Context: an optimization exercise on an open-source flow, tuned for a short achievable clock period and few clock cycles. The choices shown serve that exercise and are no tape-out recipe.
In this exercise RTL edits were held to simulation tests only and were not proved equivalent to the original.
Power and IR drop assume default switching activity.

==> design/flow/run.sh <==
#!/bin/bash
# synth_recipe.tcl (not shown) runs the flow's synth.tcl, then flattens the netlist and writes it again
# the make line also repeats each setting of config.mk as NAME=value (left out here)
make -C /OpenROAD-flow-scripts/flow DESIGN_CONFIG=/design/flow/config.mk WORK_HOME=/design/flow/orfs CLKGATE_MAP_FILE= SYNTH_SCRIPT=/design/flow/synth_recipe.tcl finish
==> design/flow/config.mk <==
export PLATFORM = sky130hd
export DESIGN_NAME = mipsCore
export DESIGN_NICKNAME = mipsCore
export VERILOG_FILES = /design/flow/design.v
export SDC_FILE = /design/flow/constraint.sdc
export NUM_CORES = 4
export LEC_CHECK = 0
export CAP_MARGIN = 20
export CORE_MARGIN = 2
export CORE_UTILIZATION = 25
export PLACE_DENSITY = 0.5
export SETUP_SLACK_MARGIN = 3.6
export SLEW_MARGIN = 20
export SYNTH_HIERARCHICAL = 1
export SYNTH_MINIMUM_KEEP_SIZE = 0
==> design/flow/constraint.sdc <==
create_clock -name core_clock -period 6.0 [get_ports {clk}]
set_input_delay 1.2000 -clock core_clock [delete_from_list [all_inputs] [get_ports {clk}]]
set_output_delay 1.2000 -clock core_clock [all_outputs]
set_load 0.01 [all_outputs]
==> design/flow/design.v <==
`timescale 1ns/1ps
`default_nettype none
module regFile (
    input  wire         clk,
    input  wire         rst_n,
    input  wire  [4:0]  rs,
    input  wire  [4:0]  rt,
    output wire  [31:0] rsVal,
    output wire  [31:0] rtVal,
    input  wire  [31:1] wrEn,    
    input  wire  [31:0] wrData
);
    logic [32*32-1:0] flat;
    assign flat[31:0] = '0;
    genvar i;
    generate
        for (i = 1; i < 32; i++) begin : g_reg
            logic [31:0] r;
            always_ff @(posedge clk or negedge rst_n) begin
                if (!rst_n) begin
                    r <= '0;
                end else if (wrEn[i]) begin
                    r <= wrData;
                end
            end
            assign flat[32*i +: 32] = r;
        end
    endgenerate
    assign rsVal = flat[32*rs +: 32];
    assign rtVal = flat[32*rt +: 32];
endmodule
`default_nettype wire
`timescale 1ns/1ps
`default_nettype none
module ksAdd #(parameter int W = 32) (
    input  wire [W-1:0] a,
    input  wire [W-1:0] b,
    input  wire         cin,
    input  wire         inv,
    output wire [W-1:0] sum
);
    wire [W-1:0] g0N, p0N, g1, p1, g2N, p2N, g3, p3, g4N, p4N, g5, p5, h;
    ksPg    #(.W(W))        u0 (.a(a), .b(b), .cin(cin), .gN(g0N), .pN(p0N));
    ksLvlNT #(.W(W), .D(1))  u1 (.gN(g0N), .pN(p0N), .g(g1), .p(p1));
    ksLvlTN #(.W(W), .D(2))  u2 (.g(g1), .p(p1), .gN(g2N), .pN(p2N));
    ksLvlNT #(.W(W), .D(4))  u3 (.gN(g2N), .pN(p2N), .g(g3), .p(p3));
    ksLvlTN #(.W(W), .D(8))  u4 (.g(g3), .p(p3), .gN(g4N), .pN(p4N));
    ksLvlNT #(.W(W), .D(16)) u5 (.gN(g4N), .pN(p4N), .g(g5), .p(p5));
    ksHalf  #(.W(W))        u6 (.a(a), .b(b), .inv(inv), .h(h));
    ksSum   #(.W(W))        u7 (.h(h), .c({g5[W-2:0], cin}), .s(sum));
endmodule
module ksPg #(parameter int W = 32) (
    input  wire [W-1:0] a,
    input  wire [W-1:0] b,
    input  wire         cin,
    output wire [W-1:0] gN,
    output wire [W-1:0] pN
);
    assign gN = ~{a[W-1:1] & b[W-1:1], (a[0] & b[0]) | ((a[0] | b[0]) & cin)};
    assign pN = ~(a | b);
endmodule
module ksLvlNT #(parameter int W = 32, parameter int D = 1) (
    input  wire [W-1:0] gN,
    input  wire [W-1:0] pN,
    output wire [W-1:0] g,
    output wire [W-1:0] p
);
    genvar i;
    generate
        for (i = 0; i < W; i++) begin : g_bit
            if (i >= D) begin : g_op
                assign g[i] = ~(gN[i] & (pN[i] | gN[i-D]));
                assign p[i] = ~(pN[i] | pN[i-D]);
            end else begin : g_pass
                assign g[i] = ~gN[i];
                assign p[i] = ~pN[i];
            end
        end
    endgenerate
endmodule
module ksLvlTN #(parameter int W = 32, parameter int D = 1) (
    input  wire [W-1:0] g,
    input  wire [W-1:0] p,
    output wire [W-1:0] gN,
    output wire [W-1:0] pN
);
    genvar i;
    generate
        for (i = 0; i < W; i++) begin : g_bit
            if (i >= D) begin : g_op
                assign gN[i] = ~(g[i] | (p[i] & g[i-D]));
                assign pN[i] = ~(p[i] & p[i-D]);
            end else begin : g_pass
                assign gN[i] = ~g[i];
                assign pN[i] = ~p[i];
            end
        end
    endgenerate
endmodule
module ksHalf #(parameter int W = 32) (
    input  wire [W-1:0] a,
    input  wire [W-1:0] b,
    input  wire         inv,
    output wire [W-1:0] h
);
    assign h = a ^ b ^ {W{inv}};
endmodule
module ksSum #(parameter int W = 32) (
    input  wire [W-1:0] h,
    input  wire [W-1:0] c,
    output wire [W-1:0] s
);
    assign s = h ^ c;
endmodule
module eqCmp #(parameter int W = 32) (
    input  wire [W-1:0] a,
    input  wire [W-1:0] b,
    output wire         eq
);
    assign eq = ~|(a ^ b);
endmodule
`default_nettype wire
`timescale 1ns/1ps
`default_nettype none
module mipsCore (
    input  wire         clk,
    input  wire         rst_n,
    input  wire         icacheStall,
    input  wire  [31:0] icacheRdata,
    output wire  [29:0] icacheAddr,
    input  wire         dcacheStall,
    input  wire  [31:0] dcacheRdata,
    output wire         dcacheRead,
    output wire         dcacheWrite,
    output wire  [29:0] dcacheAddr,
    output wire  [31:0] dcacheWdata
);
    localparam logic [5:0] OP_R    = 6'h00;
    localparam logic [5:0] OP_BEQ  = 6'h04;
    localparam logic [5:0] OP_ADDI = 6'h08;
    localparam logic [5:0] OP_LW   = 6'h23;
    localparam logic [5:0] OP_SW   = 6'h2b;
    localparam logic [5:0] FN_ADD = 6'h20;
    localparam logic [5:0] FN_SUB = 6'h22;
    localparam logic [5:0] FN_AND = 6'h24;
    localparam logic [5:0] FN_OR  = 6'h25;
    localparam logic [5:0] FN_SLT = 6'h2a;
    localparam int NBTB = 4;
    wire        pipeStall = icacheStall | dcacheStall;
    wire        redirect;
    logic        ifValid;
    logic [31:0] ifInstr;
    logic [29:0] ifTarget;   
    logic        exRegWrite;
    logic        exMemRead;
    logic        exMemWrite;
    logic        exBranch;
    logic [4:0]  exWsel;
    logic [29:0] exTarget;
    logic [31:0] exA;        
    logic [31:0] exAN;       
    logic [31:0] exB;        
    logic [31:0] exBN;       
    logic [31:0] exS;        
    logic [2:0]  exSelL;     
    logic [2:0]  exSelLN;
    logic [1:0]  exSelS;     
    logic [3:0]  exSelR;     
    logic        exInv;      
    logic        exCin;      
    logic        memRegWrite;
    logic        memMemRead;
    logic        memLoadWr;   
    logic        memMemWrite;
    logic [31:1] memWe;       
    logic [4:0]  memWsel;
    logic [31:0] memAluOut;
    logic [31:0] memAluOutN;  
    logic [31:0] memStore;
    logic [29:0] pc;
    wire  [29:0] pcPlus1 = pc + 30'd1;
    wire  [15:0] fImm     = icacheRdata[15:0];
    wire         fTaken   = icacheRdata[31:26] == OP_BEQ &&
                            icacheRdata[25:21] == icacheRdata[20:16];
    wire  [29:0] fTarget;
    ksAdd #(.W(30)) targetAdder (
        .a   (pc),
        .b   ({{14{fImm[15]}}, fImm}),
        .cin (1'b1),
        .inv (1'b0),
        .sum (fTarget)
    );
    assign icacheAddr = pc;
    logic [NBTB-1:0] btbValid;
    logic [29:0]     btbTag    [NBTB];
    logic [29:0]     btbTagM1  [NBTB];
    logic [29:0]     btbTarget [NBTB];
    logic [1:0]      btbNext;
    logic [29:0]     lastPc;     
    logic            lastSeq;    
    logic            btbWr;
    logic [29:0]     btbWrTag;
    logic [29:0]     btbWrTarget;
    wire  [29:0]     btbWrTagM1;
    ksAdd #(.W(30)) tagDecrement (
        .a   (btbWrTag),
        .b   ({30{1'b1}}),
        .cin (1'b0),
        .inv (1'b0),
        .sum (btbWrTagM1)
    );
    logic            btbHit;
    logic [29:0]     btbHitTarget;
    logic [NBTB-1:0] hitSeqV;
    logic [NBTB-1:0] hitRedV;
    logic [29:0]     hitSeqTgt;
    logic [29:0]     hitRedTgt;
    always_comb begin
        hitSeqTgt = '0;
        hitRedTgt = '0;
        for (int i = 0; i < NBTB; i++) begin
            hitSeqV[i] = btbValid[i] && btbTagM1[i] == pc;
            hitRedV[i] = btbValid[i] && btbTag[i] == exTarget;
            hitSeqTgt  = hitSeqTgt | ({30{hitSeqV[i]}} & btbTarget[i]);
            hitRedTgt  = hitRedTgt | ({30{hitRedV[i]}} & btbTarget[i]);
        end
    end
    always_ff @(posedge clk or negedge rst_n) begin
        if (!rst_n) begin
            pc       <= '0;
            ifValid  <= 1'b0;
            lastSeq  <= 1'b0;
            btbHit   <= 1'b0;
            btbValid <= '0;
            btbNext  <= '0;
            btbWr    <= 1'b0;
        end else if (!pipeStall) begin
            if (redirect) begin
                pc      <= exTarget;
                ifValid <= 1'b0;
                lastSeq <= 1'b0;
                btbHit  <= |hitRedV;
            end else if (fTaken) begin
                pc      <= fTarget;
                ifValid <= 1'b1;
                lastSeq <= 1'b0;
                btbHit  <= 1'b0;
            end else if (btbHit) begin
                pc      <= btbHitTarget;
                ifValid <= 1'b1;
                lastSeq <= 1'b0;
                btbHit  <= 1'b0;
            end else begin
                pc      <= pcPlus1;
                ifValid <= 1'b1;
                lastSeq <= 1'b1;
                btbHit  <= |hitSeqV;
            end
            btbWr <= fTaken && lastSeq;
            if (btbWr) begin
                btbValid[btbNext] <= 1'b1;
                btbNext           <= btbNext + 2'd1;
            end
        end
    end
    always_ff @(posedge clk) begin
        if (!pipeStall) begin
            btbHitTarget <= redirect ? hitRedTgt : hitSeqTgt;
            lastPc       <= pc;
            btbWrTag     <= lastPc;
            btbWrTarget  <= fTarget;
            if (btbWr) begin
                btbTag[btbNext]    <= btbWrTag;
                btbTagM1[btbNext]  <= btbWrTagM1;
                btbTarget[btbNext] <= btbWrTarget;
            end
            ifInstr  <= icacheRdata;
            ifTarget <= fTarget;
        end
    end
    wire [5:0]  op     = ifInstr[31:26];
    wire [4:0]  rs     = ifInstr[25:21];
    wire [4:0]  rt     = ifInstr[20:16];
    wire [4:0]  rd     = ifInstr[15:11];
    wire [15:0] imm    = ifInstr[15:0];
    wire [5:0]  funct  = ifInstr[5:0];
    wire [31:0] immExt = {{16{imm[15]}}, imm};
    wire isAdd  = op == OP_R && funct == FN_ADD;
    wire isSubI = op == OP_R && funct == FN_SUB;
    wire isAndI = op == OP_R && funct == FN_AND;
    wire isOrI  = op == OP_R && funct == FN_OR;
    wire isSltI = op == OP_R && funct == FN_SLT;
    wire isR    = isAdd | isSubI | isAndI | isOrI | isSltI;
    wire isAddi = op == OP_ADDI;
    wire isLw   = op == OP_LW;
    wire isSw   = op == OP_SW;
    wire isBr   = op == OP_BEQ && rs != rt && imm != 16'd0;
    wire [4:0] dWsel     = isR ? rd : rt;
    wire       dRegWrite = ifValid && (isR | isAddi | isLw) && dWsel != 5'd0;
    wire       dMemRead  = ifValid && isLw;
    wire       dMemWrite = ifValid && isSw;
    wire       dBranch   = ifValid && isBr;
    wire       aluSrcImm = isAddi | isLw | isSw;
    wire       dSub      = isSubI | isSltI;
    wire       dZero     = dSub && rs == rt;
    wire eRs = exRegWrite && exWsel == rs;
    wire eRt = exRegWrite && exWsel == rt;
    wire        mRs  = memRegWrite && memWsel == rs;
    wire        mRt  = memRegWrite && memWsel == rt;
    wire [31:0] mVal = memLoadWr ? dcacheRdata : ~memAluOutN;
    wire [31:0] rfRs;
    wire [31:0] rfRt;
    regFile regs (
        .clk    (clk),
        .rst_n  (rst_n),
        .rs     (rs),
        .rt     (rt),
        .rsVal  (rfRs),
        .rtVal  (rfRt),
        .wrEn   (memWe),
        .wrData (mVal)
    );
    wire [31:0] rsVal = mRs ? mVal : rfRs;
    wire [31:0] rtVal = mRt ? mVal : rfRt;
    wire        fAe  = eRs && !exMemRead;
    wire        fBe  = eRt && !exMemRead && !aluSrcImm;
    wire        dM2  = dSub && fAe;
    wire        dM1  = dSub && !fAe;
    wire [31:0] aluOut;
    wire [31:0] nA = ({32{!eRs && !dM1}} & rsVal) | ({32{!eRs && dM1}} & ~rsVal) |
                     ({32{fAe}} & aluOut);
    wire [31:0] nB = ({32{aluSrcImm}} & immExt) |
                     ({32{!aluSrcImm && !eRt && !dM2}} & rtVal) |
                     ({32{!aluSrcImm && !eRt && dM2}} & ~rtVal) |
                     ({32{fBe}} & aluOut);
    wire [2:0]  dSelL  = {eRt && exMemRead && !aluSrcImm,
                          eRs && exMemRead && dM1, eRs && exMemRead && !dM1};
    wire [1:0]  dSelS  = {eRt && exMemRead, eRt && !exMemRead};
    wire [3:0]  dSelR  = {isSltI && !dZero, isOrI, isAndI,
                          !(isSltI | isOrI | isAndI | dZero)};
    always_ff @(posedge clk or negedge rst_n) begin
        if (!rst_n) begin
            exRegWrite <= 1'b0;
            exMemRead  <= 1'b0;
            exMemWrite <= 1'b0;
            exBranch   <= 1'b0;
        end else if (!pipeStall) begin
            exRegWrite <= dRegWrite && !redirect;
            exMemRead  <= dMemRead && !redirect;
            exMemWrite <= dMemWrite && !redirect;
            exBranch   <= dBranch && !redirect;
        end
    end
    always_ff @(posedge clk) begin
        if (!pipeStall) begin
            exWsel   <= dWsel;
            exTarget <= ifTarget;
            exS      <= eRt ? 32'd0 : rtVal;
            exSelS   <= dSelS;
            exSelR   <= dSelR;
            exInv    <= dM1;
            exCin    <= dM2;
        end
    end
    always_ff @(posedge clk) begin
        exA     <= pipeStall ? ~exAN : nA;
        exAN    <= pipeStall ? ~exA : ~nA;
        exB     <= pipeStall ? ~exBN : nB;
        exBN    <= pipeStall ? ~exB : ~nB;
        exSelL  <= pipeStall ? ~exSelLN : dSelL;
        exSelLN <= pipeStall ? ~exSelL : ~dSelL;
    end
    wire [2:0]  selL  = exSelL;
    wire [2:0]  selLH = ~exSelLN;
    wire [31:0] opA = exA |
                      ({{16{selLH[0]}}, {16{selL[0]}}} & dcacheRdata) |
                      ({{16{selLH[1]}}, {16{selL[1]}}} & ~dcacheRdata);
    wire [31:0] opB = exB |
                      ({{16{selLH[2]}}, {16{selL[2]}}} & dcacheRdata);
    wire [31:0] stData = exS | ({32{exSelS[0]}} & memAluOut) |
                         ({32{exSelS[1]}} & dcacheRdata);
    wire [31:0] sum;
    ksAdd #(.W(32)) adder (
        .a   (opA),
        .b   (opB),
        .cin (exCin),
        .inv (exInv),
        .sum (sum)
    );
    wire        aSign = opA[31] ^ exInv;
    wire        bSign = opB[31] ^ exCin;
    wire        lt    = (aSign != bSign) ? aSign : sum[31];
    assign aluOut = ({32{exSelR[0]}} & sum) |
                    ({32{exSelR[1]}} & (opA & opB)) |
                    ({32{exSelR[2]}} & (opA | opB)) |
                    {31'd0, exSelR[3] & lt};
    wire opEq;
    eqCmp #(.W(32)) branchCmp (
        .a  (opA),
        .b  (opB),
        .eq (opEq)
    );
    assign redirect = exBranch && opEq;
    always_ff @(posedge clk or negedge rst_n) begin
        if (!rst_n) begin
            memRegWrite <= 1'b0;
            memMemRead  <= 1'b0;
            memLoadWr   <= 1'b0;
            memMemWrite <= 1'b0;
            memWe       <= '0;
        end else if (!pipeStall) begin
            memRegWrite <= exRegWrite;
            memMemRead  <= exMemRead;
            memLoadWr   <= exMemRead && exRegWrite;
            memMemWrite <= exMemWrite;
            for (int i = 1; i < 32; i++) begin
                memWe[i] <= exRegWrite && exWsel == i;
            end
        end
    end
    always_ff @(posedge clk) begin
        if (!pipeStall) begin
            memWsel  <= exWsel;
            memStore <= stData;
        end
    end
    always_ff @(posedge clk) begin
        memAluOut  <= pipeStall ? ~memAluOutN : aluOut;
        memAluOutN <= pipeStall ? ~memAluOut : ~aluOut;
    end
    assign dcacheRead  = memMemRead;
    assign dcacheWrite = memMemWrite;
    assign dcacheAddr  = memAluOut[31:2];
    assign dcacheWdata = memStore;
endmodule
`default_nettype wire
==> key figures <==
Run status
  • Outcome: complete, no violations

Placed design
  • IO Port Bufs: 161
  • DPL Wire Length: 233000 um
  • GPL Wtd Cong: between 0.9 and 1

Clock tree
  • Root buf cell: clkbuf_16
  • Clock latency (worst-skew pair): 0.89 ns
  • H-tree depth: 4
  • CTS Buf Count: 203
  • CTS tree: yes
  • CTS sink cnt: 1893
  • CTS max path bufs: 4
  • Clk slew on worst S/H paths: 0.06 ns

Cells and area
  • NumNets Final: 8387
  • Area grow syn2layout: 29.0%
  • Sequential Area: 49700 um2
  • # fillers: 38600
  • Area of the multi-input gates: 51200 um2
  • Final core occ: 0.324
  • Layout cells sized above 1: 0.446

Worst setup path
  • CP delay by family, top: simple AND/OR/NAND/NOR gates
  • Crit path buffers/inverters: 4
  • Cells along the critical path: buf_12 -> and2_4 -> a211o_4 -> xor2_4 -> nor4_2 -> nand4_1 -> nor2_4 -> buf_6 -> and2_4 -> nand4_1 -> o21ai_4 -> buf_6 -> buf_12 -> nand2_1 -> o21ai_1
  • Worst EP arrival: 4.03 ns
  • CP required: ~6.7 ns
  • Maximum fanout along the worst path: 7
  • Startpoint Class: flip-flop
  • Worst Setup Path Type: flip-flop to flip-flop
  • Critical-path top delay cell: dfxtp_4
  • Worst setup EP type: flip-flop
  • CP max stage delay: just under 0.4 ns

Die
  • Core ar.: 393000 um2
  • Number of I/O pins: 162
  • FP Rows: between 200 and 250
  • Initial Util: 0.251
  • Die area: 400000 um2
  • Die Ht: 632 um
  • Die width: roughly 630 um

STA
  • Setup TNS: 0 ns
  • Final setup violation count: 0
  • Final Skew: roughly 0.067 ns
  • Relative slew slack: 0.137
  • RSZ-0062 raised after global routing: yes
  • Final Hold Viols: 0
  • Max-slew violation count: 0
  • Slew @ Worst Pin: 1.28 ns
  • Final period demand of the worst path: 3.36 ns
  • Max Fclk: 0.298 GHz
  • Tcrit/Tclk final: 0.559

Global routing
  • Largest net degree at the start of global routing: 122
  • Tot GR Track Use: 0.193
  • Grt met1 use: 0.254
  • First-pass GRT wire length: 558000 um
  • Met3 usage: 0.0312
  • Met2 Use GR: 0.312
  • GR peak layer: met2
  • Initial antenna violation count: 10
  • Vias in the first global route: 71900
  • Total grt overflow: 0

Yosys
  • Post-Syn Area: 98700 um2
  • Synthesized instance count: 7682
  • Warnings from Yosys: 8
  • Mean Syn Cell Area: roughly 13 um2

Drt
  • Vias after detailed routing: 71900
  • Detail Route Antenna Nets: 0
  • Drt drc: 0
  • Vias/cell: 5.25
  • WL/cell: slightly below 30 um
  • DRT Wirelength: between 400000 and 500000 um
  • Drt first pass iters: 6
  • Starting DRC count in detailed routing: 7147

Pwr
  • Sw Ratio: 0.315
  • Comb power frac: 0.244
  • P per Cell Area: 292 nW/um2
  • Clock power frac: 0.356
  • Net switching power: 0.0117 W
  • Cell leakage power: 52.5 nW
  • P_int: between 0.02 and 0.03 W
  • Seq pwr share: 0.400
  • Worst vdd ir: roughly 220 uV

Worst hold path
  • HP Class: input pin to asynchronous set/reset pin

Flow run
  • # Max-Cap Violations: 0
-- layout make-up --
class	instances	share of cell area
Clock inverter	99	0.00898
Timing Repair inverter	3	0.000206
Antenna cell	11	0.000216
Sequential cell	1893	0.390
Inverter	193	0.00633
Multi-Input combinational cell	5017	0.403
Tap cell	5220	0.0513
Timing Repair Buffer	1001	0.0958
Clock buffer	263	0.0442
-- flip-flops by register name (all words and copies together), names as in the netlist, 30 cells and up --
register / count
exA: 32
exTarget: 30
exBN: 32
btbTagM1: 120
memAluOutN: 32
exAN: 32
memStore: 32
exB: 32
btbTarget: 120
btbHitTarget: 30
ifInstr: 32
btbTag: 120
memWe: 31
exS: 32
pc: 30
regs.g.r: 992
lastPc: 30
btbWrTag: 30
memAluOut: 32
btbWrTarget: 30
-- metrics by stage --
step | hold WS, ns | power [W] | cells | setup slack, ns | instance area [um2]
finish | 0.204 | 0.0372 | 13700 | 2.64 | 127000
CTS | 0.383 | 0.0367 | 13600 | 2.63 | 125000
detailed placement | 0.387 | 0.0214 | 12700 | 0.567 | 106000
floorplan | 0.381 | 0.0185 | 7779 | 2.52 | 99100
global placement | 0.385 | 0.0213 | 12700 | 0.513 | 106000
global route | 0.198 | 0.0383 | 13700 | 2.58 | 127000
-- per-layer routing --
metal  part of all wire  vias to the layer above  routed length (um)
li1                   -                    29900                   -
met1               0.41                    38100              166000
met2               0.46                     3138              186000
met3              0.071                      802               28300
met4              0.051                        2               20500
met5           0.000032                        -                  13
-- power groups by stage --
stage	Combinational (W)	Clock, W	Sequential, W
final	0.00907	0.0132	0.0149
after global routing	0.00943	0.0139	0.0149
after CTS	0.00843	0.0134	0.0149
after detailed placement	0.00626	0	0.0151
after global placement	0.00619	0	0.0151
after floorplan	0.00378	0	0.0148
-- timing repair --
item	4_1_cts	5_1_grt
setup endpoints to repair	1120	541
pin swaps	257	210
resized for setup	1998	417
setup buffers	418	107
hold buffers	0	0
gates cloned	83	11
-- cell usage in the layout (no fill, tap or decap), types with 125 or more instances in the layout --
cell and n:
mux2_2 1061, dfrtp_1 1009, edfxtp_1 624, buf_4 462
mux4_2 384, nand2_1 356, a22o_1 231, xnor2_1 224
o21ai_1 221, clkbuf_16 217, mux2i_1 202, nor2_1 201
xor2_1 189, buf_6 189, a21oi_1 165, dfxtp_1 162
inv_1 152, buf_12 125
-- final timing paths --
path | depth (start not counted) | to | startpoint | slack, ns
worst min-delay path | 1 | regs.g_reg[27].r[26]$_DFFE_PN0P_ | rst_n | 0.20
min in group core_clock | 1 | exB[21]$_DFF_P_ | exBN[21]$_DFF_P_ | 0.38
worst max-delay path | 15 | btbHitTarget[7]$_DFFE_PN_ | exSelL[0]$_DFF_P_ | 2.64
worst max register to register | 15 | btbHitTarget[7]$_DFFE_PN_ | exSelL[0]$_DFF_P_ | 2.64
worst min register to register | 1 | exB[21]$_DFF_P_ | exBN[21]$_DFF_P_ | 0.38
max in group asynchronous | 3 | pc[18]$_DFFE_PN0N_ | rst_n | 4.12
Testbench counts, summed over its fixed seeds: cycles 33,016.

-- re-timing with driven ports --
How much do the figures lean on ideal ports? The routed layout below was timed once more, with nothing changed but the port constraints. Step 1 (the two cells are an assumption about what drives the block):
set clk [get_ports {clk}]
set_driving_cell -lib_cell sky130_fd_sc_hd__clkbuf_16 $clk
set_driving_cell -lib_cell sky130_fd_sc_hd__buf_2 [delete_from_list [all_inputs] $clk]
Step 2, shift: input delay + t, output delay - t, t = (earliest + latest rising clock arrival at the registers) / 2. This alone moves slack from input paths to output paths. a / b / c = ideal / step 1 / step 2; a / b = the first two.
t (ns): 0.972
setup slack, ns: 2.644 / 2.644 / 1.725
worst setup path at the end: input to register
worst data-port slew with drivers (ns): 0.12
pins driven straight from the clock port: 1
After both steps this run still meets setup and hold. The setup slack of this run moves by 0.000 ns with the drivers and by -0.919 ns with both steps.
